Background: an optimization exercise with open tools, aiming at small area, a short achievable clock period and few clock cycles per item. Do not read the settings as production practice. At most, simulation tests tie the RTL to the original design; equivalence was not proved. Power and IR drop assume default switching activity.

## nickel
// ansi_escape_sgr_parser
module ansi_escape_sgr_parser #(
    parameter int QD = 3         
) (
    input  logic                  aclk,
    input  logic                  aresetn,
    input  logic                  cfg_wr_en,
    input  logic [CFG_IDX_W-1:0]  cfg_index,
    input  logic [CFG_DATA_W-1:0] cfg_wr_data,
    input  logic                  s_valid,
    output logic                  s_ready,
    input  logic [7:0]            s_byte_in,
    output logic                  m_valid,
    input  logic                  m_ready,
    output logic [1:0]            m_result_kind,
    output logic [7:0]            m_char_code,
    output logic [23:0]           m_text_rgb,
    output logic [23:0]           m_back_rgb,
    output logic [1:0]            m_weight,
    output logic                  m_italic,
    output logic                  m_underline,
    output logic                  m_last
);
Size: roughly 1300 cells after synthesis, about 210 flip-flops, ~9900 µm² of cells after synthesis.
Settings: LEC_CHECK=0, ABC_AREA=1, CAP_MARGIN=20, CORE_MARGIN=2, CORE_UTILIZATION=40, SETUP_SLACK_MARGIN=3.6, SLEW_MARGIN=20, TNS_END_PERCENT=0; clock period 5.0 ns.
run.sh (not shown) runs the stock make flow with config.mk's settings and CLKGATE_MAP_FILE= SYNTH_SCRIPT=/design/flow/synth_recipe.tcl, a recipe that flattens the netlist after the stock synthesis.
nickel completed every stage of the flow, and the final layout passed the timing, DRC and antenna checks.
The inputs of fjord differ from those of nickel as listed below.
- SETUP_SLACK_MARGIN changed from 3.6 to 3.2
## What came out
- As far as share of the clock period used by the worst path after layout goes, nickel and fjord are indistinguishable; the numbers are identical.
- fjord and nickel ended up with nearly the same gate count of the mapped netlist.
- Going from nickel to fjord, worst setup slack now sits at about the same level, clock insertion delay at the later pin of the skew report comparable, non-clock buffer count level.
- Comparing fjord with nickel, the H-tree level count came out essentially unchanged.
- fjord closes out successfully: all stages finished, all timing, DRC and antenna checks passed.
- Taking nickel as the reference, in fjord flip-flop and latch count saw little to no change, core utilization held steady.
No functional check of the RTL was part of any run of this note.

ansi_escape_sgr_parser, a different RTL version from the one above (not shown whole).
Size: about 1100 cells after synthesis, ~110 I/O pins.
// ansi_escape_sgr_parser
module ansi_escape_sgr_parser #(
    parameter int QD = 3         
) (
    input  logic                  aclk,
    input  logic                  aresetn,
    input  logic                  cfg_wr_en,
    input  logic [CFG_IDX_W-1:0]  cfg_index,
    input  logic [CFG_DATA_W-1:0] cfg_wr_data,
    input  logic                  s_valid,
    output logic                  s_ready,
    input  logic [7:0]            s_byte_in,
    output logic                  m_valid,
    input  logic                  m_ready,
    output logic [1:0]            m_result_kind,
    output logic [7:0]            m_char_code,
    output logic [23:0]           m_text_rgb,
    output logic [23:0]           m_back_rgb,
    output logic [1:0]            m_weight,
    output logic                  m_italic,
    output logic                  m_underline,
    output logic                  m_last
);
    logic [23:0] dflt_text, dflt_back;
    logic [1:0]  dflt_w;
    logic        dflt_i, dflt_u;
    always_ff @(posedge aclk) begin
        if (!aresetn) begin
            {dflt_text, dflt_back, dflt_w, dflt_i, dflt_u} <= RESET_STYLE;
        end else if (cfg_wr_en) begin
            case (cfg_index)
                3'd0: dflt_text <= cfg_wr_data[23:0];
  ...
export LEC_CHECK = 0
export ABC_AREA = 1
export CAP_MARGIN = 20
export CORE_MARGIN = 2
export CORE_UTILIZATION = 60
export CTS_CLUSTER_DIAMETER = 80
export CTS_CLUSTER_SIZE = 20
export SETUP_SLACK_MARGIN = 3.2
export SLEW_MARGIN = 20
export TNS_END_PERCENT = 0
create_clock -name core_clock -period 5.0 [get_ports {aclk}]
standard.sh (not shown) runs the stock make flow with config.mk's settings and CLKGATE_MAP_FILE= SYNTH_SCRIPT=/design/flow/synth_recipe.tcl, a recipe that flattens the netlist after the stock synthesis.
==> flow/flow/run.sh <==
#!/bin/bash
# Standard layout, with the port buffers made from a plain buffer cell.
set -euo pipefail
export BUFFER_PORTS_ARGS="-buffer_cell sky130_fd_sc_hd__buf_2"
bash standard.sh > standard.log 2>&1
The first run completed without violations.
Testbench counts at the start, summed over its fixed seeds: cycles 25,466, items 24,000.
Rerun with:
Settings changed: CAP_MARGIN 20 to 5, CTS_CLUSTER_DIAMETER 80 to 100, CTS_CLUSTER_SIZE 20 to 24, SLEW_MARGIN 20 to 5.
Result: The new run completed with no timing, DRC or antenna violations. Die area stays the same. Via count grows by 0.53%. Setup slack gets better by 0.058 ns. Power decreases by about 2.4%. First-iteration DRC count decreases by about 20%. Count of clock-buffer cells in the layout came out lower by 3. Cell area went down by about 0.6%. Routed wire length rises by about 0.37%. Final cell count drops by 0.43%.
Rerun with:
Settings changed: CAP_MARGIN 5 to 20, SLEW_MARGIN 5 to 20.
The changed run finished clean.
Critical path depth does not change.
Cell area does not change.
Combinational power is about the same.
Wire length is unchanged.
Global-route usage stays the same.
Power stays the same.
Maximum frequency is unchanged.
Via count does not change.
Final cell count is unchanged.
Clock-buffer cell count is unchanged.

==> what the ideal ports hide <==
No port has a modelled driver above. Below, the same layouts with a new extraction and two added sets of constraints.
Step 1 (the two cells are an assumption about what drives the block):
set clk [get_ports {aclk}]
set_driving_cell -lib_cell sky130_fd_sc_hd__clkbuf_16 $clk
set_driving_cell -lib_cell sky130_fd_sc_hd__buf_2 [delete_from_list [all_inputs] $clk]
Step 2 adds t to the input delays and takes it off the output delays; t is the mean of the earliest and latest rising clock arrival at the registers after step 1. Input paths then give back, and output paths get back, about the clock's delay inside the block.
Slacks: no drivers / after step 1 / after step 2; pairs: no drivers / after step 1.
run | t (ns) | setup WS [ns] | hold WS [ns] | worst setup path at the end | worst data-port slew with drivers (ns)
nickel | 0.552 | 2.840 / 2.853 / 2.302 | 0.465 / 0.465 / 0.465 | input to register | 0.05
fjord | 0.552 | 2.840 / 2.853 / 2.302 | 0.465 / 0.465 / 0.465 | input to register | 0.05
the first run of note 2 | 0.508 | 2.947 / 2.947 / 2.464 | 0.450 / 0.450 / 0.450 | input to register | 0.06
the second run of note 2 | 0.504 | 3.005 / 2.972 / 2.482 | 0.452 / 0.452 / 0.452 | input to register | 0.06
the third run of note 2 | 0.504 | 3.005 / 2.972 / 2.482 | 0.452 / 0.452 / 0.452 | input to register | 0.06
After both steps every run listed still meets setup and hold.
